From an optimization exercise on the open Yosys and OpenROAD flow, aimed at small area and a short achievable clock period; shortcuts taken in it are not production practice.
At most, simulation tests tie the RTL to the original design; equivalence was not proved.
No functional check of the RTL was part of run 2.
No activity file was given, so power comes from the tool's default toggle rates.

## flow/design.v (module list and top-level ports; edited modules follow where they fit)
// module fmul_unpack: 74 lines
// module fmul_mant_mult: 1789 lines
// module fmul_add: 314 lines
// module fmul_norm_plan: 23 lines
// module fmul_sum: 10 lines
// module fmul_normalize: 19 lines
// module fmul_round_pack: 39 lines
// module fmul_pipe: 151 lines
module fmul_pipe (
   input  wire        clk,
   input  wire        rst_n,
   input  wire        in_valid,
   input  wire [31:0] a,
   input  wire [31:0] b,
   output reg         out_valid,
   output reg  [31:0] y,
   output reg         ovf
);
  // ...
==> flow/run.sh <==
#!/bin/bash
# synth_recipe.tcl (not shown) runs the flow's synth.tcl, then flattens the netlist and writes it again
# the make line also repeats each setting of config.mk as NAME=value (left out here)
make -C /OpenROAD-flow-scripts/flow DESIGN_CONFIG=/design/flow/config.mk WORK_HOME=/design/flow/orfs CLKGATE_MAP_FILE= SYNTH_SCRIPT=/design/flow/synth_recipe.tcl finish
==> flow/config.mk <==
export PLATFORM = sky130hd
export DESIGN_NAME = fmul_pipe
export DESIGN_NICKNAME = fmul_pipe
export VERILOG_FILES = /design/flow/design.v
export SDC_FILE = /design/flow/constraint.sdc
export NUM_CORES = 4
export LEC_CHECK = 0
export ABC_AREA = 1
export CAP_MARGIN = 20
export CORE_MARGIN = 2
export CORE_UTILIZATION = 60
export SLEW_MARGIN = 20
==> flow/constraint.sdc <==
create_clock -name core_clock -period 7.5 [get_ports {clk}]
set_input_delay 1.5000 -clock core_clock [delete_from_list [all_inputs] [get_ports {clk}]]
set_output_delay 1.5000 -clock core_clock [all_outputs]
set_load 0.01 [all_outputs]
==> metrics.yaml, run 1 <==
fin_crit_ns: 4.18
post_synth.cell_area_avg_um2: 8.71
vias: 21945
vias_per_cell: 5.68
cp_common_cell: "nor2_1"
seq-cell-share_pct: 27.9
clockBufferDepth: 3
ctsHtreeMaxLevel: 2
tapCellCount: 607
yosysTopAreaCell: "dfxtp_1"
yosys.cell_count.top_type: "inv_1"
critPathTopFamily: "simple AND/OR/NAND/NOR gates"
met2_usage_pct: 52.4
regArea_mm2: 0.00858
setup_violations: 0
post-place-ws_ns: 2.68
fin_tns_setup_ns: 0
num-clock-buffers: 58
syn_inst: 3243
initial_core_util_pct: 60.7
p_clk_share_pct: 15.7
yosysSeqAreaShare_pct: 30.4
top_layer_used: "met4"
critPathCapture: "s1_esum[8]"
yosysUniqueCellTypes: 64
grt.busiest_layer: "met2"
grt_use_met1_pct: 40.7
instances_no_fill: 3866
cp_max_fo: 8
status: "complete, no violations"
crit_type: "in -> reg"
design.seq.count: 427
clock_skew_ns: 0.0236
worstHoldPathType: "reg -> reg"
synth_mux_area_share_pct: 0.501
r2r_slack_ns: 3.51
cts-buffers-inserted: 42
fin_hold_ws_ns: 0.321
drt_iter0_markers: 1956
min_path_cells: 0
drv_slew: 0
==> module fmul_unpack, before the edit <==
module fmul_unpack (
   input  wire [31:0] a,
   input  wire [31:0] b,
   output wire [23:0] ma,        
   output wire [12:0] b_one,     
   output wire [11:0] b_two,
   output wire [11:0] b_neg,
   output wire [8:0]  esum,      
   output wire [4:0]  lz,        
   output wire        sign,      
   output wire        special,   
   output wire        quiet,     
   output wire        zero       
);
   wire [7:0]  ea = a[30:23];
   wire [7:0]  eb = b[30:23];
   wire [22:0] fa = a[22:0];
   wire [22:0] fb = b[22:0];
   wire ea_z = (ea == 8'd0);
   wire eb_z = (eb == 8'd0);
   wire ea_m = (ea == 8'hff);
   wire eb_m = (eb == 8'hff);
   wire fa_z = (fa == 23'd0);
   wire fb_z = (fb == 23'd0);
   wire nan_a  = ea_m & ~fa_z;
   wire nan_b  = eb_m & ~fb_z;
   wire inf_a  = ea_m & fa_z;
   wire inf_b  = eb_m & fb_z;
   wire zero_a = ea_z & fa_z;
   wire zero_b = eb_z & fb_z;
   wire zinf   = (inf_a & zero_b) | (inf_b & zero_a);
   wire one_a = nan_b | (~nan_a & (inf_a | inf_b));
   wire one_b = ~nan_b & (nan_a | inf_a | inf_b);
   wire [23:0] mb = one_b ? 24'h800000 : {~eb_z, fb};
   assign ma = one_a ? 24'h800000 : {~ea_z, fa};
   wire [25:0] bx = {1'b0, mb, 1'b0};
   genvar j;
   generate
      for (j = 0; j < 12; j = j + 1) begin : g_booth
         assign b_one[j] = bx[2*j+1] ^ bx[2*j];
         assign b_two[j] = (bx[2*j+2] & ~bx[2*j+1] & ~bx[2*j]) |
                           (~bx[2*j+2] & bx[2*j+1] & bx[2*j]);
         assign b_neg[j] = bx[2*j+2];
      end
   endgenerate
   assign b_one[12] = mb[23];
   assign esum = {1'b0, ea[7:1], ea[0] | ea_z} + {1'b0, eb[7:1], eb[0] | eb_z};
   function automatic [4:0] lzc_sub(input [22:0] f);
      reg [31:0] x;
      reg [4:0]  n;
      begin
         x = {1'b0, f, 8'hff};
         n[4] = (x[31:16] == 16'd0);
         x = n[4] ? {x[15:0], 16'd0} : x;
         n[3] = (x[31:24] == 8'd0);
         x = n[3] ? {x[23:0], 8'd0} : x;
         n[2] = (x[31:28] == 4'd0);
         x = n[2] ? {x[27:0], 4'd0} : x;
         n[1] = (x[31:30] == 2'd0);
         x = n[1] ? {x[29:0], 2'd0} : x;
         n[0] = ~x[31];
         lzc_sub = n;
      end
   endfunction
   wire [4:0] lza = ea_z ? lzc_sub(fa) : 5'd0;
   wire [4:0] lzb = eb_z ? lzc_sub(fb) : 5'd0;
   assign lz = (ea_m | eb_m) ? 5'd0 : (lza | lzb);
   assign special = ea_m | eb_m;
   assign quiet   = nan_a | nan_b | zinf;
   assign sign    = nan_b ? b[31] :
                    nan_a ? a[31] :
                    zinf  ? 1'b1  : a[31] ^ b[31];
   assign zero    = zero_a | zero_b;
endmodule
==> module fmul_norm_plan, before the edit <==
module fmul_norm_plan (
   input  wire [8:0] esum,
   input  wire [4:0] lz,
   input  wire       special,
   input  wire       zero,
   output wire       normal,    
   output wire [5:0] sh,        
   output wire       sh_out,    
   output wire [7:0] ebase,     
   output wire [3:0] ge         
);
   wire [9:0] d   = {1'b0, esum} - {5'd0, lz};
   wire [9:0] em2 = d - 10'd128;
   wire [9:0] tf  = 10'd151 - {1'b0, esum};
   assign normal = special | (~zero & ~d[9] & (d[8] | d[7]));
   assign ebase  = normal ? em2[7:0] : 8'd0;
   assign ge[0]  = normal & (em2[8:0] >= 9'd255);
   assign ge[1]  = normal & (em2[8:0] >= 9'd254);
   assign ge[2]  = normal & (em2[8:0] >= 9'd253);
   assign ge[3]  = normal & (em2[8:0] >= 9'd252);
   assign sh     = normal ? {1'b0, 5'd23 - lz} : tf[5:0];
   assign sh_out = ~normal & (|tf[9:6]);
endmodule
==> module fmul_normalize, before the edit <==
module fmul_normalize (
   input  wire [47:0] p,
   input  wire        normal,
   input  wire [5:0]  sh,
   input  wire        sh_out,
   output wire [24:0] mant,      
   output wire        up         
);
   wire [48:0] l0 = {p, 1'b0};
   wire [48:0] l5 = sh[5] ? {32'd0, l0[48:32]} : l0;
   wire [40:0] l4 = sh[4] ? {8'd0, l5[48:16]} : l5[40:0];
   wire [32:0] l3 = sh[3] ? l4[40:8] : l4[32:0];
   wire [28:0] l2 = sh[2] ? l3[32:4] : l3[28:0];
   wire [26:0] l1 = sh[1] ? l2[28:2] : l2[26:0];
   wire [25:0] w0 = sh[0] ? l1[26:1] : l1[25:0];
   wire [25:0] win = sh_out ? 26'd0 : w0;
   assign up   = normal & win[25];
   assign mant = up ? win[25:1] : win[24:0];
endmodule
==> module fmul_round_pack, before the edit <==
module fmul_round_pack (
   input  wire [24:0] mant,
   input  wire        up,
   input  wire [7:0]  ebase,
   input  wire [3:0]  ge,
   input  wire        sign,
   input  wire        special,
   input  wire        quiet,
   output wire [31:0] y,
   output wire        ovf
);
   wire [23:0] m   = mant[24:1];
   wire        inc = mant[0];
   wire [23:0] o0 = m;
   wire [23:0] o1, o2, o3, o4, ones;
   genvar i;
   generate
      for (i = 0; i < 24; i = i + 1) begin : g_pre
         assign o1[i]   = ((i / 1) % 2)  ? o0[i] & o0[(i / 1) * 1 - 1]   : o0[i];
         assign o2[i]   = ((i / 2) % 2)  ? o1[i] & o1[(i / 2) * 2 - 1]   : o1[i];
         assign o3[i]   = ((i / 4) % 2)  ? o2[i] & o2[(i / 4) * 4 - 1]   : o2[i];
         assign o4[i]   = ((i / 8) % 2)  ? o3[i] & o3[(i / 8) * 8 - 1]   : o3[i];
         assign ones[i] = ((i / 16) % 2) ? o4[i] & o4[(i / 16) * 16 - 1] : o4[i];
      end
   endgenerate
   wire [22:0] frac = m[22:0] ^ {ones[21:0] & {22{inc}}, inc};
   wire        r24  = inc & ones[23];
   wire        r23  = m[23] ^ (inc & ones[22]);
   wire [1:0]  j    = {1'b0, up} + {r24, r23 & ~r24};
   wire [7:0]  e1 = ebase + 8'd1;
   wire [7:0]  e2 = ebase + 8'd2;
   wire [7:0]  e3 = ebase + 8'd3;
   wire [7:0]  e  = j[1] ? (j[0] ? e3 : e2) : (j[0] ? e1 : ebase);
   wire        big = ge[j];
   assign ovf = ~special & big;
   assign y   = special ? {sign, 8'hff, frac[22] | quiet, frac[21:0]} :
                big     ? {sign, 8'hff, 23'd0} :
                          {sign, e, frac};
endmodule
==> run 2: changes to the inputs <==
--- a/flow/design.v
+++ b/flow/design.v
@@ -28,3 +28,4 @@
    output wire [11:0] b_neg,
-   output wire [8:0]  esum,      
+   output wire [7:0]  ea_e,      
+   output wire [7:0]  eb_e,
    output wire [4:0]  lz,        
@@ -67,3 +68,4 @@
    assign b_one[12] = mb[23];
-   assign esum = {1'b0, ea[7:1], ea[0] | ea_z} + {1'b0, eb[7:1], eb[0] | eb_z};
+   assign ea_e = {ea[7:1], ea[0] | ea_z};
+   assign eb_e = {eb[7:1], eb[0] | eb_z};
    function automatic [4:0] lzc_sub(input [22:0] f);
@@ -102,5 +104,2 @@
    input  wire [11:0] neg,
-   input  wire [12:0] one_n,
-   input  wire [11:0] two_n,
-   input  wire [11:0] neg_n,
    output wire [47:0] r0,
@@ -134,2 +133,3 @@
    wire pp0_24;
+   wire ns0;
    wire pp1_0;
@@ -159,2 +159,3 @@
    wire pp1_24;
+   wire ns1;
    wire pp2_0;
@@ -184,2 +185,3 @@
    wire pp2_24;
+   wire ns2;
    wire pp3_0;
@@ -209,2 +211,3 @@
    wire pp3_24;
+   wire ns3;
    wire pp4_0;
@@ -234,2 +237,3 @@
    wire pp4_24;
+   wire ns4;
    wire pp5_0;
@@ -259,2 +263,3 @@
    wire pp5_24;
+   wire ns5;
    wire pp6_0;
@@ -284,2 +289,3 @@
    wire pp6_24;
+   wire ns6;
    wire pp7_0;
@@ -309,2 +315,3 @@
    wire pp7_24;
+   wire ns7;
    wire pp8_0;
@@ -334,2 +341,3 @@
    wire pp8_24;
+   wire ns8;
    wire pp9_0;
@@ -359,2 +367,3 @@
    wire pp9_24;
+   wire ns9;
    wire pp10_0;
@@ -384,2 +393,3 @@
    wire pp10_24;
+   wire ns10;
    wire pp11_0;
@@ -409,2 +419,3 @@
    wire pp11_24;
+   wire ns11;
    wire pp12_0;
@@ -938,14 +949,15 @@
    assign pp0_12 = ((one[0] & a[12]) | (two[0] & a[11])) ^ neg[0];
-   assign pp0_13 = ((~one_n[0] & a[13]) | (~two_n[0] & a[12])) ^ ~neg_n[0];
-   assign pp0_14 = ((~one_n[0] & a[14]) | (~two_n[0] & a[13])) ^ ~neg_n[0];
-   assign pp0_15 = ((~one_n[0] & a[15]) | (~two_n[0] & a[14])) ^ ~neg_n[0];
-   assign pp0_16 = ((~one_n[0] & a[16]) | (~two_n[0] & a[15])) ^ ~neg_n[0];
-   assign pp0_17 = ((~one_n[0] & a[17]) | (~two_n[0] & a[16])) ^ ~neg_n[0];
-   assign pp0_18 = ((~one_n[0] & a[18]) | (~two_n[0] & a[17])) ^ ~neg_n[0];
-   assign pp0_19 = ((~one_n[0] & a[19]) | (~two_n[0] & a[18])) ^ ~neg_n[0];
-   assign pp0_20 = ((~one_n[0] & a[20]) | (~two_n[0] & a[19])) ^ ~neg_n[0];
-   assign pp0_21 = ((~one_n[0] & a[21]) | (~two_n[0] & a[20])) ^ ~neg_n[0];
-   assign pp0_22 = ((~one_n[0] & a[22]) | (~two_n[0] & a[21])) ^ ~neg_n[0];
-   assign pp0_23 = ((~one_n[0] & a[23]) | (~two_n[0] & a[22])) ^ ~neg_n[0];
-   assign pp0_24 = ((~two_n[0] & a[23])) ^ ~neg_n[0];
+   assign pp0_13 = ((one[0] & a[13]) | (two[0] & a[12])) ^ neg[0];
+   assign pp0_14 = ((one[0] & a[14]) | (two[0] & a[13])) ^ neg[0];
+   assign pp0_15 = ((one[0] & a[15]) | (two[0] & a[14])) ^ neg[0];
+   assign pp0_16 = ((one[0] & a[16]) | (two[0] & a[15])) ^ neg[0];
+   assign pp0_17 = ((one[0] & a[17]) | (two[0] & a[16])) ^ neg[0];
+   assign pp0_18 = ((one[0] & a[18]) | (two[0] & a[17])) ^ neg[0];
+   assign pp0_19 = ((one[0] & a[19]) | (two[0] & a[18])) ^ neg[0];
+   assign pp0_20 = ((one[0] & a[20]) | (two[0] & a[19])) ^ neg[0];
+   assign pp0_21 = ((one[0] & a[21]) | (two[0] & a[20])) ^ neg[0];
+   assign pp0_22 = ((one[0] & a[22]) | (two[0] & a[21])) ^ neg[0];
+   assign pp0_23 = ((one[0] & a[23]) | (two[0] & a[22])) ^ neg[0];
+   assign pp0_24 = ((two[0] & a[23])) ^ neg[0];
+   assign ns0 = ~neg[0];
    assign pp1_0 = ((one[1] & a[0])) ^ neg[1];
@@ -963,14 +975,15 @@
    assign pp1_12 = ((one[1] & a[12]) | (two[1] & a[11])) ^ neg[1];
-   assign pp1_13 = ((~one_n[1] & a[13]) | (~two_n[1] & a[12])) ^ ~neg_n[1];
-   assign pp1_14 = ((~one_n[1] & a[14]) | (~two_n[1] & a[13])) ^ ~neg_n[1];
-   assign pp1_15 = ((~one_n[1] & a[15]) | (~two_n[1] & a[14])) ^ ~neg_n[1];
-   assign pp1_16 = ((~one_n[1] & a[16]) | (~two_n[1] & a[15])) ^ ~neg_n[1];
-   assign pp1_17 = ((~one_n[1] & a[17]) | (~two_n[1] & a[16])) ^ ~neg_n[1];
-   assign pp1_18 = ((~one_n[1] & a[18]) | (~two_n[1] & a[17])) ^ ~neg_n[1];
-   assign pp1_19 = ((~one_n[1] & a[19]) | (~two_n[1] & a[18])) ^ ~neg_n[1];
-   assign pp1_20 = ((~one_n[1] & a[20]) | (~two_n[1] & a[19])) ^ ~neg_n[1];
-   assign pp1_21 = ((~one_n[1] & a[21]) | (~two_n[1] & a[20])) ^ ~neg_n[1];
-   assign pp1_22 = ((~one_n[1] & a[22]) | (~two_n[1] & a[21])) ^ ~neg_n[1];
-   assign pp1_23 = ((~one_n[1] & a[23]) | (~two_n[1] & a[22])) ^ ~neg_n[1];
-   assign pp1_24 = ((~two_n[1] & a[23])) ^ ~neg_n[1];
+   assign pp1_13 = ((one[1] & a[13]) | (two[1] & a[12])) ^ neg[1];
+   assign pp1_14 = ((one[1] & a[14]) | (two[1] & a[13])) ^ neg[1];
+   assign pp1_15 = ((one[1] & a[15]) | (two[1] & a[14])) ^ neg[1];
+   assign pp1_16 = ((one[1] & a[16]) | (two[1] & a[15])) ^ neg[1];
+   assign pp1_17 = ((one[1] & a[17]) | (two[1] & a[16])) ^ neg[1];
+   assign pp1_18 = ((one[1] & a[18]) | (two[1] & a[17])) ^ neg[1];
+   assign pp1_19 = ((one[1] & a[19]) | (two[1] & a[18])) ^ neg[1];
+   assign pp1_20 = ((one[1] & a[20]) | (two[1] & a[19])) ^ neg[1];
+   assign pp1_21 = ((one[1] & a[21]) | (two[1] & a[20])) ^ neg[1];
+   assign pp1_22 = ((one[1] & a[22]) | (two[1] & a[21])) ^ neg[1];
+   assign pp1_23 = ((one[1] & a[23]) | (two[1] & a[22])) ^ neg[1];
+   assign pp1_24 = ((two[1] & a[23])) ^ neg[1];
+   assign ns1 = ~neg[1];
    assign pp2_0 = ((one[2] & a[0])) ^ neg[2];
@@ -988,14 +1001,15 @@
    assign pp2_12 = ((one[2] & a[12]) | (two[2] & a[11])) ^ neg[2];
-   assign pp2_13 = ((~one_n[2] & a[13]) | (~two_n[2] & a[12])) ^ ~neg_n[2];
-   assign pp2_14 = ((~one_n[2] & a[14]) | (~two_n[2] & a[13])) ^ ~neg_n[2];
-   assign pp2_15 = ((~one_n[2] & a[15]) | (~two_n[2] & a[14])) ^ ~neg_n[2];
-   assign pp2_16 = ((~one_n[2] & a[16]) | (~two_n[2] & a[15])) ^ ~neg_n[2];
-   assign pp2_17 = ((~one_n[2] & a[17]) | (~two_n[2] & a[16])) ^ ~neg_n[2];
-   assign pp2_18 = ((~one_n[2] & a[18]) | (~two_n[2] & a[17])) ^ ~neg_n[2];
-   assign pp2_19 = ((~one_n[2] & a[19]) | (~two_n[2] & a[18])) ^ ~neg_n[2];
-   assign pp2_20 = ((~one_n[2] & a[20]) | (~two_n[2] & a[19])) ^ ~neg_n[2];
-   assign pp2_21 = ((~one_n[2] & a[21]) | (~two_n[2] & a[20])) ^ ~neg_n[2];
-   assign pp2_22 = ((~one_n[2] & a[22]) | (~two_n[2] & a[21])) ^ ~neg_n[2];
-   assign pp2_23 = ((~one_n[2] & a[23]) | (~two_n[2] & a[22])) ^ ~neg_n[2];
-   assign pp2_24 = ((~two_n[2] & a[23])) ^ ~neg_n[2];
+   assign pp2_13 = ((one[2] & a[13]) | (two[2] & a[12])) ^ neg[2];
+   assign pp2_14 = ((one[2] & a[14]) | (two[2] & a[13])) ^ neg[2];
+   assign pp2_15 = ((one[2] & a[15]) | (two[2] & a[14])) ^ neg[2];
+   assign pp2_16 = ((one[2] & a[16]) | (two[2] & a[15])) ^ neg[2];
+   assign pp2_17 = ((one[2] & a[17]) | (two[2] & a[16])) ^ neg[2];
+   assign pp2_18 = ((one[2] & a[18]) | (two[2] & a[17])) ^ neg[2];
+   assign pp2_19 = ((one[2] & a[19]) | (two[2] & a[18])) ^ neg[2];
+   assign pp2_20 = ((one[2] & a[20]) | (two[2] & a[19])) ^ neg[2];
+   assign pp2_21 = ((one[2] & a[21]) | (two[2] & a[20])) ^ neg[2];
+   assign pp2_22 = ((one[2] & a[22]) | (two[2] & a[21])) ^ neg[2];
+   assign pp2_23 = ((one[2] & a[23]) | (two[2] & a[22])) ^ neg[2];
+   assign pp2_24 = ((two[2] & a[23])) ^ neg[2];
+   assign ns2 = ~neg[2];
    assign pp3_0 = ((one[3] & a[0])) ^ neg[3];
@@ -1013,14 +1027,15 @@
    assign pp3_12 = ((one[3] & a[12]) | (two[3] & a[11])) ^ neg[3];
-   assign pp3_13 = ((~one_n[3] & a[13]) | (~two_n[3] & a[12])) ^ ~neg_n[3];
-   assign pp3_14 = ((~one_n[3] & a[14]) | (~two_n[3] & a[13])) ^ ~neg_n[3];
-   assign pp3_15 = ((~one_n[3] & a[15]) | (~two_n[3] & a[14])) ^ ~neg_n[3];
-   assign pp3_16 = ((~one_n[3] & a[16]) | (~two_n[3] & a[15])) ^ ~neg_n[3];
-   assign pp3_17 = ((~one_n[3] & a[17]) | (~two_n[3] & a[16])) ^ ~neg_n[3];
-   assign pp3_18 = ((~one_n[3] & a[18]) | (~two_n[3] & a[17])) ^ ~neg_n[3];
-   assign pp3_19 = ((~one_n[3] & a[19]) | (~two_n[3] & a[18])) ^ ~neg_n[3];
-   assign pp3_20 = ((~one_n[3] & a[20]) | (~two_n[3] & a[19])) ^ ~neg_n[3];
-   assign pp3_21 = ((~one_n[3] & a[21]) | (~two_n[3] & a[20])) ^ ~neg_n[3];
-   assign pp3_22 = ((~one_n[3] & a[22]) | (~two_n[3] & a[21])) ^ ~neg_n[3];
-   assign pp3_23 = ((~one_n[3] & a[23]) | (~two_n[3] & a[22])) ^ ~neg_n[3];
-   assign pp3_24 = ((~two_n[3] & a[23])) ^ ~neg_n[3];
+   assign pp3_13 = ((one[3] & a[13]) | (two[3] & a[12])) ^ neg[3];
+   assign pp3_14 = ((one[3] & a[14]) | (two[3] & a[13])) ^ neg[3];
+   assign pp3_15 = ((one[3] & a[15]) | (two[3] & a[14])) ^ neg[3];
+   assign pp3_16 = ((one[3] & a[16]) | (two[3] & a[15])) ^ neg[3];
+   assign pp3_17 = ((one[3] & a[17]) | (two[3] & a[16])) ^ neg[3];
+   assign pp3_18 = ((one[3] & a[18]) | (two[3] & a[17])) ^ neg[3];
+   assign pp3_19 = ((one[3] & a[19]) | (two[3] & a[18])) ^ neg[3];
+   assign pp3_20 = ((one[3] & a[20]) | (two[3] & a[19])) ^ neg[3];
+   assign pp3_21 = ((one[3] & a[21]) | (two[3] & a[20])) ^ neg[3];
+   assign pp3_22 = ((one[3] & a[22]) | (two[3] & a[21])) ^ neg[3];
+   assign pp3_23 = ((one[3] & a[23]) | (two[3] & a[22])) ^ neg[3];
+   assign pp3_24 = ((two[3] & a[23])) ^ neg[3];
+   assign ns3 = ~neg[3];
    assign pp4_0 = ((one[4] & a[0])) ^ neg[4];
@@ -1038,14 +1053,15 @@
    assign pp4_12 = ((one[4] & a[12]) | (two[4] & a[11])) ^ neg[4];
-   assign pp4_13 = ((~one_n[4] & a[13]) | (~two_n[4] & a[12])) ^ ~neg_n[4];
-   assign pp4_14 = ((~one_n[4] & a[14]) | (~two_n[4] & a[13])) ^ ~neg_n[4];
-   assign pp4_15 = ((~one_n[4] & a[15]) | (~two_n[4] & a[14])) ^ ~neg_n[4];
-   assign pp4_16 = ((~one_n[4] & a[16]) | (~two_n[4] & a[15])) ^ ~neg_n[4];
-   assign pp4_17 = ((~one_n[4] & a[17]) | (~two_n[4] & a[16])) ^ ~neg_n[4];
-   assign pp4_18 = ((~one_n[4] & a[18]) | (~two_n[4] & a[17])) ^ ~neg_n[4];
-   assign pp4_19 = ((~one_n[4] & a[19]) | (~two_n[4] & a[18])) ^ ~neg_n[4];
-   assign pp4_20 = ((~one_n[4] & a[20]) | (~two_n[4] & a[19])) ^ ~neg_n[4];
-   assign pp4_21 = ((~one_n[4] & a[21]) | (~two_n[4] & a[20])) ^ ~neg_n[4];
-   assign pp4_22 = ((~one_n[4] & a[22]) | (~two_n[4] & a[21])) ^ ~neg_n[4];
-   assign pp4_23 = ((~one_n[4] & a[23]) | (~two_n[4] & a[22])) ^ ~neg_n[4];
-   assign pp4_24 = ((~two_n[4] & a[23])) ^ ~neg_n[4];
+   assign pp4_13 = ((one[4] & a[13]) | (two[4] & a[12])) ^ neg[4];
+   assign pp4_14 = ((one[4] & a[14]) | (two[4] & a[13])) ^ neg[4];
+   assign pp4_15 = ((one[4] & a[15]) | (two[4] & a[14])) ^ neg[4];
+   assign pp4_16 = ((one[4] & a[16]) | (two[4] & a[15])) ^ neg[4];
+   assign pp4_17 = ((one[4] & a[17]) | (two[4] & a[16])) ^ neg[4];
+   assign pp4_18 = ((one[4] & a[18]) | (two[4] & a[17])) ^ neg[4];
+   assign pp4_19 = ((one[4] & a[19]) | (two[4] & a[18])) ^ neg[4];
+   assign pp4_20 = ((one[4] & a[20]) | (two[4] & a[19])) ^ neg[4];
+   assign pp4_21 = ((one[4] & a[21]) | (two[4] & a[20])) ^ neg[4];
+   assign pp4_22 = ((one[4] & a[22]) | (two[4] & a[21])) ^ neg[4];
+   assign pp4_23 = ((one[4] & a[23]) | (two[4] & a[22])) ^ neg[4];
+   assign pp4_24 = ((two[4] & a[23])) ^ neg[4];
+   assign ns4 = ~neg[4];
    assign pp5_0 = ((one[5] & a[0])) ^ neg[5];
@@ -1063,14 +1079,15 @@
    assign pp5_12 = ((one[5] & a[12]) | (two[5] & a[11])) ^ neg[5];
-   assign pp5_13 = ((~one_n[5] & a[13]) | (~two_n[5] & a[12])) ^ ~neg_n[5];
-   assign pp5_14 = ((~one_n[5] & a[14]) | (~two_n[5] & a[13])) ^ ~neg_n[5];
-   assign pp5_15 = ((~one_n[5] & a[15]) | (~two_n[5] & a[14])) ^ ~neg_n[5];
-   assign pp5_16 = ((~one_n[5] & a[16]) | (~two_n[5] & a[15])) ^ ~neg_n[5];
-   assign pp5_17 = ((~one_n[5] & a[17]) | (~two_n[5] & a[16])) ^ ~neg_n[5];
-   assign pp5_18 = ((~one_n[5] & a[18]) | (~two_n[5] & a[17])) ^ ~neg_n[5];
-   assign pp5_19 = ((~one_n[5] & a[19]) | (~two_n[5] & a[18])) ^ ~neg_n[5];
-   assign pp5_20 = ((~one_n[5] & a[20]) | (~two_n[5] & a[19])) ^ ~neg_n[5];
-   assign pp5_21 = ((~one_n[5] & a[21]) | (~two_n[5] & a[20])) ^ ~neg_n[5];
-   assign pp5_22 = ((~one_n[5] & a[22]) | (~two_n[5] & a[21])) ^ ~neg_n[5];
-   assign pp5_23 = ((~one_n[5] & a[23]) | (~two_n[5] & a[22])) ^ ~neg_n[5];
-   assign pp5_24 = ((~two_n[5] & a[23])) ^ ~neg_n[5];
+   assign pp5_13 = ((one[5] & a[13]) | (two[5] & a[12])) ^ neg[5];
+   assign pp5_14 = ((one[5] & a[14]) | (two[5] & a[13])) ^ neg[5];
+   assign pp5_15 = ((one[5] & a[15]) | (two[5] & a[14])) ^ neg[5];
+   assign pp5_16 = ((one[5] & a[16]) | (two[5] & a[15])) ^ neg[5];
+   assign pp5_17 = ((one[5] & a[17]) | (two[5] & a[16])) ^ neg[5];
+   assign pp5_18 = ((one[5] & a[18]) | (two[5] & a[17])) ^ neg[5];
+   assign pp5_19 = ((one[5] & a[19]) | (two[5] & a[18])) ^ neg[5];
+   assign pp5_20 = ((one[5] & a[20]) | (two[5] & a[19])) ^ neg[5];
+   assign pp5_21 = ((one[5] & a[21]) | (two[5] & a[20])) ^ neg[5];
+   assign pp5_22 = ((one[5] & a[22]) | (two[5] & a[21])) ^ neg[5];
+   assign pp5_23 = ((one[5] & a[23]) | (two[5] & a[22])) ^ neg[5];
+   assign pp5_24 = ((two[5] & a[23])) ^ neg[5];
+   assign ns5 = ~neg[5];
    assign pp6_0 = ((one[6] & a[0])) ^ neg[6];
@@ -1088,14 +1105,15 @@
    assign pp6_12 = ((one[6] & a[12]) | (two[6] & a[11])) ^ neg[6];
-   assign pp6_13 = ((~one_n[6] & a[13]) | (~two_n[6] & a[12])) ^ ~neg_n[6];
-   assign pp6_14 = ((~one_n[6] & a[14]) | (~two_n[6] & a[13])) ^ ~neg_n[6];
-   assign pp6_15 = ((~one_n[6] & a[15]) | (~two_n[6] & a[14])) ^ ~neg_n[6];
-   assign pp6_16 = ((~one_n[6] & a[16]) | (~two_n[6] & a[15])) ^ ~neg_n[6];
-   assign pp6_17 = ((~one_n[6] & a[17]) | (~two_n[6] & a[16])) ^ ~neg_n[6];
-   assign pp6_18 = ((~one_n[6] & a[18]) | (~two_n[6] & a[17])) ^ ~neg_n[6];
-   assign pp6_19 = ((~one_n[6] & a[19]) | (~two_n[6] & a[18])) ^ ~neg_n[6];
-   assign pp6_20 = ((~one_n[6] & a[20]) | (~two_n[6] & a[19])) ^ ~neg_n[6];
-   assign pp6_21 = ((~one_n[6] & a[21]) | (~two_n[6] & a[20])) ^ ~neg_n[6];
-   assign pp6_22 = ((~one_n[6] & a[22]) | (~two_n[6] & a[21])) ^ ~neg_n[6];
-   assign pp6_23 = ((~one_n[6] & a[23]) | (~two_n[6] & a[22])) ^ ~neg_n[6];
-   assign pp6_24 = ((~two_n[6] & a[23])) ^ ~neg_n[6];
+   assign pp6_13 = ((one[6] & a[13]) | (two[6] & a[12])) ^ neg[6];
+   assign pp6_14 = ((one[6] & a[14]) | (two[6] & a[13])) ^ neg[6];
+   assign pp6_15 = ((one[6] & a[15]) | (two[6] & a[14])) ^ neg[6];
+   assign pp6_16 = ((one[6] & a[16]) | (two[6] & a[15])) ^ neg[6];
+   assign pp6_17 = ((one[6] & a[17]) | (two[6] & a[16])) ^ neg[6];
+   assign pp6_18 = ((one[6] & a[18]) | (two[6] & a[17])) ^ neg[6];
+   assign pp6_19 = ((one[6] & a[19]) | (two[6] & a[18])) ^ neg[6];
+   assign pp6_20 = ((one[6] & a[20]) | (two[6] & a[19])) ^ neg[6];
+   assign pp6_21 = ((one[6] & a[21]) | (two[6] & a[20])) ^ neg[6];
+   assign pp6_22 = ((one[6] & a[22]) | (two[6] & a[21])) ^ neg[6];
+   assign pp6_23 = ((one[6] & a[23]) | (two[6] & a[22])) ^ neg[6];
+   assign pp6_24 = ((two[6] & a[23])) ^ neg[6];
+   assign ns6 = ~neg[6];
    assign pp7_0 = ((one[7] & a[0])) ^ neg[7];
@@ -1113,14 +1131,15 @@
    assign pp7_12 = ((one[7] & a[12]) | (two[7] & a[11])) ^ neg[7];
-   assign pp7_13 = ((~one_n[7] & a[13]) | (~two_n[7] & a[12])) ^ ~neg_n[7];
-   assign pp7_14 = ((~one_n[7] & a[14]) | (~two_n[7] & a[13])) ^ ~neg_n[7];
-   assign pp7_15 = ((~one_n[7] & a[15]) | (~two_n[7] & a[14])) ^ ~neg_n[7];
-   assign pp7_16 = ((~one_n[7] & a[16]) | (~two_n[7] & a[15])) ^ ~neg_n[7];
-   assign pp7_17 = ((~one_n[7] & a[17]) | (~two_n[7] & a[16])) ^ ~neg_n[7];
-   assign pp7_18 = ((~one_n[7] & a[18]) | (~two_n[7] & a[17])) ^ ~neg_n[7];
-   assign pp7_19 = ((~one_n[7] & a[19]) | (~two_n[7] & a[18])) ^ ~neg_n[7];
-   assign pp7_20 = ((~one_n[7] & a[20]) | (~two_n[7] & a[19])) ^ ~neg_n[7];
-   assign pp7_21 = ((~one_n[7] & a[21]) | (~two_n[7] & a[20])) ^ ~neg_n[7];
-   assign pp7_22 = ((~one_n[7] & a[22]) | (~two_n[7] & a[21])) ^ ~neg_n[7];
-   assign pp7_23 = ((~one_n[7] & a[23]) | (~two_n[7] & a[22])) ^ ~neg_n[7];
-   assign pp7_24 = ((~two_n[7] & a[23])) ^ ~neg_n[7];
+   assign pp7_13 = ((one[7] & a[13]) | (two[7] & a[12])) ^ neg[7];
+   assign pp7_14 = ((one[7] & a[14]) | (two[7] & a[13])) ^ neg[7];
+   assign pp7_15 = ((one[7] & a[15]) | (two[7] & a[14])) ^ neg[7];
+   assign pp7_16 = ((one[7] & a[16]) | (two[7] & a[15])) ^ neg[7];
+   assign pp7_17 = ((one[7] & a[17]) | (two[7] & a[16])) ^ neg[7];
+   assign pp7_18 = ((one[7] & a[18]) | (two[7] & a[17])) ^ neg[7];
+   assign pp7_19 = ((one[7] & a[19]) | (two[7] & a[18])) ^ neg[7];
+   assign pp7_20 = ((one[7] & a[20]) | (two[7] & a[19])) ^ neg[7];
+   assign pp7_21 = ((one[7] & a[21]) | (two[7] & a[20])) ^ neg[7];
+   assign pp7_22 = ((one[7] & a[22]) | (two[7] & a[21])) ^ neg[7];
+   assign pp7_23 = ((one[7] & a[23]) | (two[7] & a[22])) ^ neg[7];
+   assign pp7_24 = ((two[7] & a[23])) ^ neg[7];
+   assign ns7 = ~neg[7];
    assign pp8_0 = ((one[8] & a[0])) ^ neg[8];
@@ -1138,14 +1157,15 @@
    assign pp8_12 = ((one[8] & a[12]) | (two[8] & a[11])) ^ neg[8];
-   assign pp8_13 = ((~one_n[8] & a[13]) | (~two_n[8] & a[12])) ^ ~neg_n[8];
-   assign pp8_14 = ((~one_n[8] & a[14]) | (~two_n[8] & a[13])) ^ ~neg_n[8];
-   assign pp8_15 = ((~one_n[8] & a[15]) | (~two_n[8] & a[14])) ^ ~neg_n[8];
-   assign pp8_16 = ((~one_n[8] & a[16]) | (~two_n[8] & a[15])) ^ ~neg_n[8];
-   assign pp8_17 = ((~one_n[8] & a[17]) | (~two_n[8] & a[16])) ^ ~neg_n[8];
-   assign pp8_18 = ((~one_n[8] & a[18]) | (~two_n[8] & a[17])) ^ ~neg_n[8];
-   assign pp8_19 = ((~one_n[8] & a[19]) | (~two_n[8] & a[18])) ^ ~neg_n[8];
-   assign pp8_20 = ((~one_n[8] & a[20]) | (~two_n[8] & a[19])) ^ ~neg_n[8];
-   assign pp8_21 = ((~one_n[8] & a[21]) | (~two_n[8] & a[20])) ^ ~neg_n[8];
-   assign pp8_22 = ((~one_n[8] & a[22]) | (~two_n[8] & a[21])) ^ ~neg_n[8];
-   assign pp8_23 = ((~one_n[8] & a[23]) | (~two_n[8] & a[22])) ^ ~neg_n[8];
-   assign pp8_24 = ((~two_n[8] & a[23])) ^ ~neg_n[8];
+   assign pp8_13 = ((one[8] & a[13]) | (two[8] & a[12])) ^ neg[8];
+   assign pp8_14 = ((one[8] & a[14]) | (two[8] & a[13])) ^ neg[8];
+   assign pp8_15 = ((one[8] & a[15]) | (two[8] & a[14])) ^ neg[8];
+   assign pp8_16 = ((one[8] & a[16]) | (two[8] & a[15])) ^ neg[8];
+   assign pp8_17 = ((one[8] & a[17]) | (two[8] & a[16])) ^ neg[8];
+   assign pp8_18 = ((one[8] & a[18]) | (two[8] & a[17])) ^ neg[8];
+   assign pp8_19 = ((one[8] & a[19]) | (two[8] & a[18])) ^ neg[8];
+   assign pp8_20 = ((one[8] & a[20]) | (two[8] & a[19])) ^ neg[8];
+   assign pp8_21 = ((one[8] & a[21]) | (two[8] & a[20])) ^ neg[8];
+   assign pp8_22 = ((one[8] & a[22]) | (two[8] & a[21])) ^ neg[8];
+   assign pp8_23 = ((one[8] & a[23]) | (two[8] & a[22])) ^ neg[8];
+   assign pp8_24 = ((two[8] & a[23])) ^ neg[8];
+   assign ns8 = ~neg[8];
    assign pp9_0 = ((one[9] & a[0])) ^ neg[9];
@@ -1163,14 +1183,15 @@
    assign pp9_12 = ((one[9] & a[12]) | (two[9] & a[11])) ^ neg[9];
-   assign pp9_13 = ((~one_n[9] & a[13]) | (~two_n[9] & a[12])) ^ ~neg_n[9];
-   assign pp9_14 = ((~one_n[9] & a[14]) | (~two_n[9] & a[13])) ^ ~neg_n[9];
-   assign pp9_15 = ((~one_n[9] & a[15]) | (~two_n[9] & a[14])) ^ ~neg_n[9];
-   assign pp9_16 = ((~one_n[9] & a[16]) | (~two_n[9] & a[15])) ^ ~neg_n[9];
-   assign pp9_17 = ((~one_n[9] & a[17]) | (~two_n[9] & a[16])) ^ ~neg_n[9];
-   assign pp9_18 = ((~one_n[9] & a[18]) | (~two_n[9] & a[17])) ^ ~neg_n[9];
-   assign pp9_19 = ((~one_n[9] & a[19]) | (~two_n[9] & a[18])) ^ ~neg_n[9];
-   assign pp9_20 = ((~one_n[9] & a[20]) | (~two_n[9] & a[19])) ^ ~neg_n[9];
-   assign pp9_21 = ((~one_n[9] & a[21]) | (~two_n[9] & a[20])) ^ ~neg_n[9];
-   assign pp9_22 = ((~one_n[9] & a[22]) | (~two_n[9] & a[21])) ^ ~neg_n[9];
-   assign pp9_23 = ((~one_n[9] & a[23]) | (~two_n[9] & a[22])) ^ ~neg_n[9];
-   assign pp9_24 = ((~two_n[9] & a[23])) ^ ~neg_n[9];
+   assign pp9_13 = ((one[9] & a[13]) | (two[9] & a[12])) ^ neg[9];
+   assign pp9_14 = ((one[9] & a[14]) | (two[9] & a[13])) ^ neg[9];
+   assign pp9_15 = ((one[9] & a[15]) | (two[9] & a[14])) ^ neg[9];
+   assign pp9_16 = ((one[9] & a[16]) | (two[9] & a[15])) ^ neg[9];
+   assign pp9_17 = ((one[9] & a[17]) | (two[9] & a[16])) ^ neg[9];
+   assign pp9_18 = ((one[9] & a[18]) | (two[9] & a[17])) ^ neg[9];
+   assign pp9_19 = ((one[9] & a[19]) | (two[9] & a[18])) ^ neg[9];
+   assign pp9_20 = ((one[9] & a[20]) | (two[9] & a[19])) ^ neg[9];
+   assign pp9_21 = ((one[9] & a[21]) | (two[9] & a[20])) ^ neg[9];
+   assign pp9_22 = ((one[9] & a[22]) | (two[9] & a[21])) ^ neg[9];
+   assign pp9_23 = ((one[9] & a[23]) | (two[9] & a[22])) ^ neg[9];
+   assign pp9_24 = ((two[9] & a[23])) ^ neg[9];
+   assign ns9 = ~neg[9];
    assign pp10_0 = ((one[10] & a[0])) ^ neg[10];
@@ -1188,14 +1209,15 @@
    assign pp10_12 = ((one[10] & a[12]) | (two[10] & a[11])) ^ neg[10];
-   assign pp10_13 = ((~one_n[10] & a[13]) | (~two_n[10] & a[12])) ^ ~neg_n[10];
-   assign pp10_14 = ((~one_n[10] & a[14]) | (~two_n[10] & a[13])) ^ ~neg_n[10];
-   assign pp10_15 = ((~one_n[10] & a[15]) | (~two_n[10] & a[14])) ^ ~neg_n[10];
-   assign pp10_16 = ((~one_n[10] & a[16]) | (~two_n[10] & a[15])) ^ ~neg_n[10];
-   assign pp10_17 = ((~one_n[10] & a[17]) | (~two_n[10] & a[16])) ^ ~neg_n[10];
-   assign pp10_18 = ((~one_n[10] & a[18]) | (~two_n[10] & a[17])) ^ ~neg_n[10];
-   assign pp10_19 = ((~one_n[10] & a[19]) | (~two_n[10] & a[18])) ^ ~neg_n[10];
-   assign pp10_20 = ((~one_n[10] & a[20]) | (~two_n[10] & a[19])) ^ ~neg_n[10];
-   assign pp10_21 = ((~one_n[10] & a[21]) | (~two_n[10] & a[20])) ^ ~neg_n[10];
-   assign pp10_22 = ((~one_n[10] & a[22]) | (~two_n[10] & a[21])) ^ ~neg_n[10];
-   assign pp10_23 = ((~one_n[10] & a[23]) | (~two_n[10] & a[22])) ^ ~neg_n[10];
-   assign pp10_24 = ((~two_n[10] & a[23])) ^ ~neg_n[10];
+   assign pp10_13 = ((one[10] & a[13]) | (two[10] & a[12])) ^ neg[10];
+   assign pp10_14 = ((one[10] & a[14]) | (two[10] & a[13])) ^ neg[10];
+   assign pp10_15 = ((one[10] & a[15]) | (two[10] & a[14])) ^ neg[10];
+   assign pp10_16 = ((one[10] & a[16]) | (two[10] & a[15])) ^ neg[10];
+   assign pp10_17 = ((one[10] & a[17]) | (two[10] & a[16])) ^ neg[10];
+   assign pp10_18 = ((one[10] & a[18]) | (two[10] & a[17])) ^ neg[10];
+   assign pp10_19 = ((one[10] & a[19]) | (two[10] & a[18])) ^ neg[10];
+   assign pp10_20 = ((one[10] & a[20]) | (two[10] & a[19])) ^ neg[10];
+   assign pp10_21 = ((one[10] & a[21]) | (two[10] & a[20])) ^ neg[10];
+   assign pp10_22 = ((one[10] & a[22]) | (two[10] & a[21])) ^ neg[10];
+   assign pp10_23 = ((one[10] & a[23]) | (two[10] & a[22])) ^ neg[10];
+   assign pp10_24 = ((two[10] & a[23])) ^ neg[10];
+   assign ns10 = ~neg[10];
    assign pp11_0 = ((one[11] & a[0])) ^ neg[11];
@@ -1213,14 +1235,15 @@
    assign pp11_12 = ((one[11] & a[12]) | (two[11] & a[11])) ^ neg[11];
-   assign pp11_13 = ((~one_n[11] & a[13]) | (~two_n[11] & a[12])) ^ ~neg_n[11];
-   assign pp11_14 = ((~one_n[11] & a[14]) | (~two_n[11] & a[13])) ^ ~neg_n[11];
-   assign pp11_15 = ((~one_n[11] & a[15]) | (~two_n[11] & a[14])) ^ ~neg_n[11];
-   assign pp11_16 = ((~one_n[11] & a[16]) | (~two_n[11] & a[15])) ^ ~neg_n[11];
-   assign pp11_17 = ((~one_n[11] & a[17]) | (~two_n[11] & a[16])) ^ ~neg_n[11];
-   assign pp11_18 = ((~one_n[11] & a[18]) | (~two_n[11] & a[17])) ^ ~neg_n[11];
-   assign pp11_19 = ((~one_n[11] & a[19]) | (~two_n[11] & a[18])) ^ ~neg_n[11];
-   assign pp11_20 = ((~one_n[11] & a[20]) | (~two_n[11] & a[19])) ^ ~neg_n[11];
-   assign pp11_21 = ((~one_n[11] & a[21]) | (~two_n[11] & a[20])) ^ ~neg_n[11];
-   assign pp11_22 = ((~one_n[11] & a[22]) | (~two_n[11] & a[21])) ^ ~neg_n[11];
-   assign pp11_23 = ((~one_n[11] & a[23]) | (~two_n[11] & a[22])) ^ ~neg_n[11];
-   assign pp11_24 = ((~two_n[11] & a[23])) ^ ~neg_n[11];
+   assign pp11_13 = ((one[11] & a[13]) | (two[11] & a[12])) ^ neg[11];
+   assign pp11_14 = ((one[11] & a[14]) | (two[11] & a[13])) ^ neg[11];
+   assign pp11_15 = ((one[11] & a[15]) | (two[11] & a[14])) ^ neg[11];
+   assign pp11_16 = ((one[11] & a[16]) | (two[11] & a[15])) ^ neg[11];
+   assign pp11_17 = ((one[11] & a[17]) | (two[11] & a[16])) ^ neg[11];
+   assign pp11_18 = ((one[11] & a[18]) | (two[11] & a[17])) ^ neg[11];
+   assign pp11_19 = ((one[11] & a[19]) | (two[11] & a[18])) ^ neg[11];
+   assign pp11_20 = ((one[11] & a[20]) | (two[11] & a[19])) ^ neg[11];
+   assign pp11_21 = ((one[11] & a[21]) | (two[11] & a[20])) ^ neg[11];
+   assign pp11_22 = ((one[11] & a[22]) | (two[11] & a[21])) ^ neg[11];
+   assign pp11_23 = ((one[11] & a[23]) | (two[11] & a[22])) ^ neg[11];
+   assign pp11_24 = ((two[11] & a[23])) ^ neg[11];
+   assign ns11 = ~neg[11];
    assign pp12_0 = one[12] & a[0];
@@ -1238,15 +1261,15 @@
    assign pp12_12 = one[12] & a[12];
-   assign pp12_13 = ~one_n[12] & a[13];
-   assign pp12_14 = ~one_n[12] & a[14];
-   assign pp12_15 = ~one_n[12] & a[15];
-   assign pp12_16 = ~one_n[12] & a[16];
-   assign pp12_17 = ~one_n[12] & a[17];
-   assign pp12_18 = ~one_n[12] & a[18];
-   assign pp12_19 = ~one_n[12] & a[19];
-   assign pp12_20 = ~one_n[12] & a[20];
-   assign pp12_21 = ~one_n[12] & a[21];
-   assign pp12_22 = ~one_n[12] & a[22];
-   assign pp12_23 = ~one_n[12] & a[23];
-   assign kc0 = ~neg_n[0];
-   assign kc1 = ~neg_n[0];
+   assign pp12_13 = one[12] & a[13];
+   assign pp12_14 = one[12] & a[14];
+   assign pp12_15 = one[12] & a[15];
+   assign pp12_16 = one[12] & a[16];
+   assign pp12_17 = one[12] & a[17];
+   assign pp12_18 = one[12] & a[18];
+   assign pp12_19 = one[12] & a[19];
+   assign pp12_20 = one[12] & a[20];
+   assign pp12_21 = one[12] & a[21];
+   assign pp12_22 = one[12] & a[22];
+   assign pp12_23 = one[12] & a[23];
+   assign kc0 = ~ns0;
+   assign kc1 = ~ns0;
    assign kc2 = ~pp10_8;
@@ -1325,4 +1348,4 @@
    assign fc23 = (pp7_12 & pp8_10) | (pp7_12 & pp9_8) | (pp8_10 & pp9_8);
-   assign fs24 = neg_n[0] ^ neg_n[1] ^ pp10_7;
-   assign fc24 = (neg_n[0] & neg_n[1]) | (neg_n[0] & pp10_7) | (neg_n[1] & pp10_7);
+   assign fs24 = ns0 ^ ns1 ^ pp10_7;
+   assign fc24 = (ns0 & ns1) | (ns0 & pp10_7) | (ns1 & pp10_7);
    assign fs25 = pp11_5 ^ pp12_3 ^ pp2_23;
@@ -1339,4 +1362,4 @@
    assign fc30 = (pp6_16 & pp7_14) | (pp6_16 & pp8_12) | (pp7_14 & pp8_12);
-   assign fs31 = neg_n[2] ^ pp10_8 ^ pp10_9;
-   assign fc31 = (neg_n[2] & pp10_8) | (neg_n[2] & pp10_9) | (pp10_8 & pp10_9);
+   assign fs31 = ns2 ^ pp10_8 ^ pp10_9;
+   assign fc31 = (ns2 & pp10_8) | (ns2 & pp10_9) | (pp10_8 & pp10_9);
    assign fs32 = pp11_7 ^ pp12_5 ^ pp3_23;
@@ -1349,4 +1372,4 @@
    assign fc35 = (pp4_22 & pp5_20) | (pp4_22 & pp6_18) | (pp5_20 & pp6_18);
-   assign fs36 = neg_n[3] ^ pp10_10 ^ pp10_11;
-   assign fc36 = (neg_n[3] & pp10_10) | (neg_n[3] & pp10_11) | (pp10_10 & pp10_11);
+   assign fs36 = ns3 ^ pp10_10 ^ pp10_11;
+   assign fc36 = (ns3 & pp10_10) | (ns3 & pp10_11) | (pp10_10 & pp10_11);
    assign fs37 = pp11_9 ^ pp12_7 ^ pp4_23;
@@ -1355,4 +1378,4 @@
    assign fc38 = (pp11_10 & pp12_8) | (pp11_10 & pp4_24) | (pp12_8 & pp4_24);
-   assign fs39 = neg_n[4] ^ pp10_12 ^ pp10_13;
-   assign fc39 = (neg_n[4] & pp10_12) | (neg_n[4] & pp10_13) | (pp10_12 & pp10_13);
+   assign fs39 = ns4 ^ pp10_12 ^ pp10_13;
+   assign fc39 = (ns4 & pp10_12) | (ns4 & pp10_13) | (pp10_12 & pp10_13);
    assign hs8 = neg[5] ^ pp0_10;
@@ -1495,4 +1518,4 @@
    assign fc102 = (pp9_16 & kc5) | (pp9_16 & fc39) | (kc5 & fc39);
-   assign fs103 = neg_n[5] ^ pp10_14 ^ pp10_15;
-   assign fc103 = (neg_n[5] & pp10_14) | (neg_n[5] & pp10_15) | (pp10_14 & pp10_15);
+   assign fs103 = ns5 ^ pp10_14 ^ pp10_15;
+   assign fc103 = (ns5 & pp10_14) | (ns5 & pp10_15) | (pp10_14 & pp10_15);
    assign fs104 = pp11_13 ^ pp12_11 ^ pp6_23;
@@ -1505,4 +1528,4 @@
    assign fc107 = (pp7_22 & pp8_20) | (pp7_22 & pp9_18) | (pp8_20 & pp9_18);
-   assign fs108 = neg_n[6] ^ pp10_16 ^ pp10_17;
-   assign fc108 = (neg_n[6] & pp10_16) | (neg_n[6] & pp10_17) | (pp10_16 & pp10_17);
+   assign fs108 = ns6 ^ pp10_16 ^ pp10_17;
+   assign fc108 = (ns6 & pp10_16) | (ns6 & pp10_17) | (pp10_16 & pp10_17);
    assign fs109 = pp11_15 ^ pp12_13 ^ pp7_23;
@@ -1511,4 +1534,4 @@
    assign fc110 = (pp11_16 & pp12_14) | (pp11_16 & pp7_24) | (pp12_14 & pp7_24);
-   assign fs111 = neg_n[7] ^ pp10_18 ^ pp10_19;
-   assign fc111 = (neg_n[7] & pp10_18) | (neg_n[7] & pp10_19) | (pp10_18 & pp10_19);
+   assign fs111 = ns7 ^ pp10_18 ^ pp10_19;
+   assign fc111 = (ns7 & pp10_18) | (ns7 & pp10_19) | (pp10_18 & pp10_19);
    assign hs14 = neg[3] ^ pp0_6;
@@ -1649,4 +1672,4 @@
    assign fc175 = (pp9_22 & kc8) | (pp9_22 & fc111) | (kc8 & fc111);
-   assign fs176 = neg_n[8] ^ pp10_20 ^ pp10_21;
-   assign fc176 = (neg_n[8] & pp10_20) | (neg_n[8] & pp10_21) | (pp10_20 & pp10_21);
+   assign fs176 = ns8 ^ pp10_20 ^ pp10_21;
+   assign fc176 = (ns8 & pp10_20) | (ns8 & pp10_21) | (pp10_20 & pp10_21);
    assign fs177 = pp11_19 ^ pp12_17 ^ pp9_23;
@@ -1655,4 +1678,4 @@
    assign fc178 = (pp11_20 & pp12_18) | (pp11_20 & pp9_24) | (pp12_18 & pp9_24);
-   assign fs179 = neg_n[9] ^ pp10_22 ^ pp10_23;
-   assign fc179 = (neg_n[9] & pp10_22) | (neg_n[9] & pp10_23) | (pp10_22 & pp10_23);
+   assign fs179 = ns9 ^ pp10_22 ^ pp10_23;
+   assign fc179 = (ns9 & pp10_22) | (ns9 & pp10_23) | (pp10_22 & pp10_23);
    assign hs18 = neg[2] ^ pp0_4;
@@ -1739,4 +1762,4 @@
    assign fc218 = (pp11_22 & pp12_20) | (pp11_22 & kc10) | (pp12_20 & kc10);
-   assign fs219 = neg_n[10] ^ pp10_24 ^ pp11_23;
-   assign fc219 = (neg_n[10] & pp10_24) | (neg_n[10] & pp11_23) | (pp10_24 & pp11_23);
+   assign fs219 = ns10 ^ pp10_24 ^ pp11_23;
+   assign fc219 = (ns10 & pp10_24) | (ns10 & pp11_23) | (pp10_24 & pp11_23);
    assign r0[0] = neg[0];
@@ -1882,3 +1905,3 @@
    assign r2[46] = fc219;
-   assign r0[47] = neg_n[11];
+   assign r0[47] = ns11;
    assign r1[47] = pp11_24;
@@ -2205,3 +2228,4 @@
 module fmul_norm_plan (
-   input  wire [8:0] esum,
+   input  wire [7:0] ea_e,
+   input  wire [7:0] eb_e,
    input  wire [4:0] lz,
@@ -2215,2 +2239,3 @@
 );
+   wire [8:0] esum = {1'b0, ea_e} + {1'b0, eb_e};
    wire [9:0] d   = {1'b0, esum} - {5'd0, lz};
@@ -2246,8 +2271,35 @@
    wire [48:0] l0 = {p, 1'b0};
-   wire [48:0] l5 = sh[5] ? {32'd0, l0[48:32]} : l0;
-   wire [40:0] l4 = sh[4] ? {8'd0, l5[48:16]} : l5[40:0];
-   wire [32:0] l3 = sh[3] ? l4[40:8] : l4[32:0];
-   wire [28:0] l2 = sh[2] ? l3[32:4] : l3[28:0];
-   wire [26:0] l1 = sh[1] ? l2[28:2] : l2[26:0];
-   wire [25:0] w0 = sh[0] ? l1[26:1] : l1[25:0];
+   wire [48:0] l5;
+   wire [40:0] l4;
+   wire [32:0] l3;
+   wire [28:0] l2;
+   wire [26:0] l1;
+   wire [25:0] w0;
+   genvar k;
+   generate
+      for (k = 0; k < 49; k = k + 1) begin : g_l5
+         wire s = sh[5];
+         assign l5[k] = s ? ((k + 32 < 49) ? l0[(k + 32) % 49] : 1'b0) : l0[k];
+      end
+      for (k = 0; k < 41; k = k + 1) begin : g_l4
+         wire s = sh[4];
+         assign l4[k] = s ? ((k + 16 < 49) ? l5[(k + 16) % 49] : 1'b0) : l5[k];
+      end
+      for (k = 0; k < 33; k = k + 1) begin : g_l3
+         wire s = sh[3];
+         assign l3[k] = s ? l4[k + 8] : l4[k];
+      end
+      for (k = 0; k < 29; k = k + 1) begin : g_l2
+         wire s = sh[2];
+         assign l2[k] = s ? l3[k + 4] : l3[k];
+      end
+      for (k = 0; k < 27; k = k + 1) begin : g_l1
+         wire s = sh[1];
+         assign l1[k] = s ? l2[k + 2] : l2[k];
+      end
+      for (k = 0; k < 26; k = k + 1) begin : g_l0
+         wire s = sh[0];
+         assign w0[k] = s ? l1[k + 1] : l1[k];
+      end
+   endgenerate
    wire [25:0] win = sh_out ? 26'd0 : w0;
@@ -2271,7 +2323,7 @@
    wire        inc = mant[0];
-   wire [23:0] o0 = m;
-   wire [23:0] o1, o2, o3, o4, ones;
+   wire [22:0] o0 = m[22:0];
+   wire [22:0] o1, o2, o3, o4, ones;
    genvar i;
    generate
-      for (i = 0; i < 24; i = i + 1) begin : g_pre
+      for (i = 0; i < 23; i = i + 1) begin : g_pre
          assign o1[i]   = ((i / 1) % 2)  ? o0[i] & o0[(i / 1) * 1 - 1]   : o0[i];
@@ -2284,10 +2336,14 @@
    wire [22:0] frac = m[22:0] ^ {ones[21:0] & {22{inc}}, inc};
-   wire        r24  = inc & ones[23];
-   wire        r23  = m[23] ^ (inc & ones[22]);
-   wire [1:0]  j    = {1'b0, up} + {r24, r23 & ~r24};
-   wire [7:0]  e1 = ebase + 8'd1;
-   wire [7:0]  e2 = ebase + 8'd2;
-   wire [7:0]  e3 = ebase + 8'd3;
-   wire [7:0]  e  = j[1] ? (j[0] ? e3 : e2) : (j[0] ? e1 : ebase);
-   wire        big = ge[j];
+   wire        c23  = inc & ones[22];
+   wire        j0_1 = up ^ m[23];
+   wire        j0_2 = up & m[23];
+   wire [5:0]  eh   = ebase[7:2];
+   wire [5:0]  eh1  = ebase[7:2] + 6'd1;
+   wire [2:0]  lo0  = {1'b0, ebase[1:0]} + {1'b0, j0_2, j0_1};
+   wire [2:0]  lo1  = {1'b0, ebase[1:0]} + {1'b0, j0_2, j0_1} + 3'd1;
+   wire [2:0]  lo   = c23 ? lo1 : lo0;
+   wire [7:0]  e    = {lo[2] ? eh1 : eh, lo[1:0]};
+   wire        big0 = j0_2 ? ge[2] : j0_1 ? ge[1] : ge[0];
+   wire        big1 = j0_2 ? ge[3] : j0_1 ? ge[2] : ge[1];
+   wire        big  = c23 ? big1 : big0;
    assign ovf = ~special & big;
@@ -2312,3 +2368,3 @@
    wire [11:0] u_two, u_neg;
-   wire [8:0]  u_esum;
+   wire [7:0]  u_ea_e, u_eb_e;
    wire [4:0]  u_lz;
@@ -2318,3 +2374,3 @@
       .ma(u_ma), .b_one(u_one), .b_two(u_two), .b_neg(u_neg),
-      .esum(u_esum), .lz(u_lz),
+      .ea_e(u_ea_e), .eb_e(u_eb_e), .lz(u_lz),
       .sign(u_sign), .special(u_special), .quiet(u_quiet), .zero(u_zero)
@@ -2325,5 +2381,3 @@
    reg  [11:0] s1_two, s1_neg;
-   reg  [12:0] s1_one_n;         
-   reg  [11:0] s1_two_n, s1_neg_n;
-   reg  [8:0]  s1_esum;
+   reg  [7:0]  s1_ea_e, s1_eb_e;
    reg  [4:0]  s1_lz;
@@ -2338,6 +2392,4 @@
       s1_neg     <= u_neg;
-      s1_one_n   <= ~u_one;
-      s1_two_n   <= ~u_two;
-      s1_neg_n   <= ~u_neg;
-      s1_esum    <= u_esum;
+      s1_ea_e    <= u_ea_e;
+      s1_eb_e    <= u_eb_e;
       s1_lz      <= u_lz;
@@ -2355,3 +2407,2 @@
       .a(s1_ma), .one(s1_one), .two(s1_two), .neg(s1_neg),
-      .one_n(s1_one_n), .two_n(s1_two_n), .neg_n(s1_neg_n),
       .r0(m_r0), .r1(m_r1), .r2(m_r2)
@@ -2359,3 +2410,3 @@
    fmul_norm_plan u_plan (
-      .esum(s1_esum), .lz(s1_lz), .special(s1_special), .zero(s1_zero),
+      .ea_e(s1_ea_e), .eb_e(s1_eb_e), .lz(s1_lz), .special(s1_special), .zero(s1_zero),
       .normal(p_normal), .sh(p_sh), .sh_out(p_sh_out), .ebase(p_ebase), .ge(p_ge)
@@ -2414,20 +2465,2 @@
    );
-   reg         s4_valid;
-   reg  [24:0] s4_mant;
-   reg         s4_up;
-   reg  [7:0]  s4_ebase;
-   reg  [3:0]  s4_ge;
-   reg         s4_sign, s4_special, s4_quiet;
-   always @(posedge clk or negedge rst_n)
-      if (!rst_n) s4_valid <= 1'b0;
-      else        s4_valid <= s3_valid;
-   always @(posedge clk) begin
-      s4_mant    <= n_mant;
-      s4_up      <= n_up;
-      s4_ebase   <= s3_ebase;
-      s4_ge      <= s3_ge;
-      s4_sign    <= s3_sign;
-      s4_special <= s3_special;
-      s4_quiet   <= s3_quiet;
-   end
    wire [31:0] r_y;
@@ -2435,4 +2468,4 @@
    fmul_round_pack u_round (
-      .mant(s4_mant), .up(s4_up), .ebase(s4_ebase), .ge(s4_ge),
-      .sign(s4_sign), .special(s4_special), .quiet(s4_quiet),
+      .mant(n_mant), .up(n_up), .ebase(s3_ebase), .ge(s3_ge),
+      .sign(s3_sign), .special(s3_special), .quiet(s3_quiet),
       .y(r_y), .ovf(r_ovf)
@@ -2444,4 +2477,4 @@
       end else begin
-         out_valid <= s4_valid;
-         ovf       <= s4_valid & r_ovf;
+         out_valid <= s3_valid;
+         ovf       <= s3_valid & r_ovf;
       end
--- a/flow/config.mk
+++ b/flow/config.mk
@@ -10,3 +10,4 @@
 export CORE_MARGIN = 2
-export CORE_UTILIZATION = 60
+export CORE_UTILIZATION = 50
+export SETUP_SLACK_MARGIN = 3.9
 export SLEW_MARGIN = 20
==> run 2 against run 1 <==
Net effect: clock skew rose by 0.014 ns; core utilization is 6.7 points lower; via count increased by 11%; flip-flop and latch count down 71; register-to-register slack better by 0.27 ns; wire length increased by 24%; die area grew 17%; combinational power is 28% higher; design area increased by 6.0%.
==> metrics.yaml, run 2 <==
status: "complete, no violations"
ios: 101
grt_usage_pct: 32.5
path_cells: "inv_1 -> fa_1 -> inv_1 -> ha_4 -> a21oi_2 -> o31ai_1 -> inv_1 -> o221ai_2 -> a21oi_2 -> nand2_4 -> nand3_2 -> nand2_2 -> nand2_2 -> nand2_4 -> nand3_2 -> nand2_2 -> fa_2 -> xnor2_2 -> xnor2_1 -> xor2_1"
setup_violations: 0  # unchanged
wl_per_cell_um: 22.4
yosysTopAreaCell: "dfxtp_1"
ys_ff_latch: 356
grt_pass1_wl_mm: 141
synthTopCellsByArea: "dfxtp_1 25%, fa_1 21%, xor2_1 11%"
max-cap-violations: 0
die_height_um: 239
grt_pass1_vias: 24120
synth_ff_type: "dfxtp_1"
finalWorstSetupSlack_ns: 3.78
gp_congestion: 0.929
clockBufferDepth: 3  # unchanged
drc: 0
fin_crit_ns: 3.72  # -0.460 ns
post_synth.cell_area_avg_um2: 8.21  # -5.7%
worstHoldPathType: "reg -> reg"
clock_skew_ns: 0.0381  # +0.0145 ns
cp.arrival_ns: 4.14
min_period_over_period_pct: 49.5
drt_wl_total_mm: 95.2
crit_type: "reg -> reg"
cts_tree: "yes"
crit_required_ns: 7.92
syn_inst: 3362  # +3.7%
grt.overflow.total: 0
yosys.cell_count.top_type: "inv_1"
ys.warnings.count: 2
synth_top_area_share_pct: 25.4
port_buffers: 100
hpwlAfterDp_mm: 64.0
cts-buffers-inserted: 42  # unchanged
cp-end-kind: "flip-flop"
vias: 24412  # +11%
reg.largest.list: "s2_r0 (48), s3_p (48), s2_r1 (47)"
die_area_mm2: 0.0571
nNetsFinal: 3957
clock-sinks: 356
yosysSeqAreaShare_pct: 25.9  # -4.5 points
ant_nets: 0
drt_iter0_markers: 2300  # +18%
max_slew.worst_pin.slew_ns: 0.858
die_w_um: 239
grt_max_degree: 56
synth_nets: 3804
initial_core_util_pct: 50.3  # -10 points
hold_viol: 0
cp_max_fo: 3  # -5
rsz0062_at_grt: "yes"
synth_area_mm2: 0.0276
synthArstFlopShare_pct: 1.40
synth_edf_count: 0
peakVddDrop_mv: 0.226
clk_pin_slew_worst_paths_ns: 0.06
leakage_nw: 15.4
timing.fmax_mhz: 269
syn_to_final_growth_pct: 18.2
fin_tns_setup_ns: 0  # unchanged
ctsHtreeMaxLevel: 2  # unchanged
final_cell_mix: "507 x inv_1, 482 x nand2_1, 333 x dfxtp_1"
yosysUniqueCellTypes: 54  # -16%
antenna_found_initial: 4
fp-row-count: 86
dr.pass1.iters: 7
clkLatencyLatePin_ns: 0.59
cp_slowest_stage_delay_ns: 0.61
post-place-ws_ns: 2.60  # -0.0813 ns
slew_headroom_pct: 42.7
drive_above_1_share_pct: 14.9
synth.top_cells.by_count: "549 x inv_1, 512 x nand2_1, 351 x dfxtp_1, 344 x nand3_1, 336 x xor2_1"
critPathSlowestCell: "fa_1"
drv_slew: 0  # unchanged
root_buffer: "clkbuf_16"
final_common_cell: "inv_1"
design.core.area_mm2: 0.0549
powerDensity_mw_per_mm2: 461
start_kind: "flip-flop"
vias_per_cell: 5.74  # +1.1%
-- run 2: worst paths after layout --
check | from | to | slack (ns) | cells past startpoint
hold / removal | s2_ebase[6] | s3_ebase[6] | 0.32 | 0
min in group asynchronous | rst_n | out_valid | 1.17 | 1
setup / recovery | s2_r2[17] | s3_p[47] | 3.78 | 20
max in group asynchronous | rst_n | ovf | 6.13 | 1
setup reg to reg | s2_r2[17] | s3_p[47] | 3.78 | 20
hold reg to reg | s2_ebase[6] | s3_ebase[6] | 0.32 | 0
-- run 2: kinds of logic (layout without fill, tap and decap cells) --
family                   Yosys count  count (layout)  synth area share (%)
AO/OA/AOI/OAI                    424             424                  9.21
other                              0               1                     0
multiplexers                       3               3                 0.113
flip-flops                       356             356                  25.9
AND/OR/NAND/NOR                 1095            1096                  18.0
adder cells (fa/ha/maj)          375             375                  24.8
XOR/XNOR                         350             350                  11.1
buffers and inverters            759             943                  10.9
-- run 2: timing repair --
action                     CTS  global route
setup endpoints to repair  120           107
hold buffers                 0             0
gates resized for setup    124           150
pin swaps                   31            61
hold endpoints to repair     0             0
gates cloned                19            12
buffers inserted            59            68
-- run 2: area by class of cell --
| cell class | instances | area [um2] |
|---|---|---|
| multi-input cells | 2248 | 18200 |
| fillers | 4956 | 22200 |
| well taps | 704 | 881 |
| diodes | 1 | 2.50 |
| flip-flops and latches | 356 | 7190 |
| clock inverters | 19 | 211 |
| repair inverters | 27 | 163 |
| repair buffers | 269 | 2450 |
| clock buffers | 57 | 1210 |
| inverters | 571 | 2320 |
-- run 2: power by group --
part           total (mW)  leakage [nW]  switching, mW  internal (mW)
Sequential           3.16          3.01          0.431           2.72
Combinational        9.81          11.7           5.88           3.92
Clock                2.09         0.686          0.849           1.24
Total                15.1          15.4           7.16           7.89
-- run 2: layer usage --
| layer | GRT usage [%] | up-vias | share of wire (%) |
|---|---|---|---|
| li1 | - | 10992 | - |
| met1 | 42.2 | 11762 | 40 |
| met2 | 50.8 | 1334 | 44 |
| met3 | 9.63 | 320 | 11 |
| met4 | 13.3 | 4 | 5.0 |
| met5 | 0.346 | - | 0.028 |
-- run 2: worst max-delay path, delay by kind of cell, from the launching register on --
kind	cells	cell delay (ns)
fa+ha+maj	3	1.23
flops	1	0.30
simple gates	7	0.51
compound gates	4	0.59
buf+inv	3	0.25
xor+xnor	3	0.69
-- run 2: through the flow --
step | utilization, % | power, mW | instance area [um2] | std cells | hold WS, ns
final | 59.5 | 15.1 | 32600 | 4252 | 0.325
after global routing | 59.5 | 16.4 | 32600 | 4251 | 0.325
after CTS | 57.3 | 14.6 | 31400 | 4171 | 0.319
after detailed placement | 52.7 | 11.9 | 28900 | 4017 | 0.313
after global placement | 52.7 | 11.7 | 28900 | 4017 | 0.312
after floorplan | - | 9.31 | 27600 | 3362 | 0.310

## static timing again, ports no longer ideal
No port has a modelled driver above. Below, the same layouts with a new extraction and two added sets of constraints. Step 1: set_driving_cell puts a clkbuf_16 on clk and a buf_2 on each other input, an assumption about the parent block. Step 2 moves the port delays by t, midway between the first and last clock arrival at a register: inputs arrive t later, outputs are due t later. That takes back most of the time a late clock gives input paths. a / b / c = ideal ports / drivers / drivers and shift; a / b = the first two.
run | t, ns | setup slack, ns | latest minus earliest clock arrival (ns)
run 1 | 0.632 | 3.325 / 3.357 / 2.725 | 0.028 / 0.028
run 2 | 0.633 | 3.784 / 3.784 / 3.401 | 0.039 / 0.039
After both steps setup and hold are still met in every run listed. The setup slack of run 1, which loses most, moves by +0.032 ns with the drivers and by -0.600 ns with both steps.
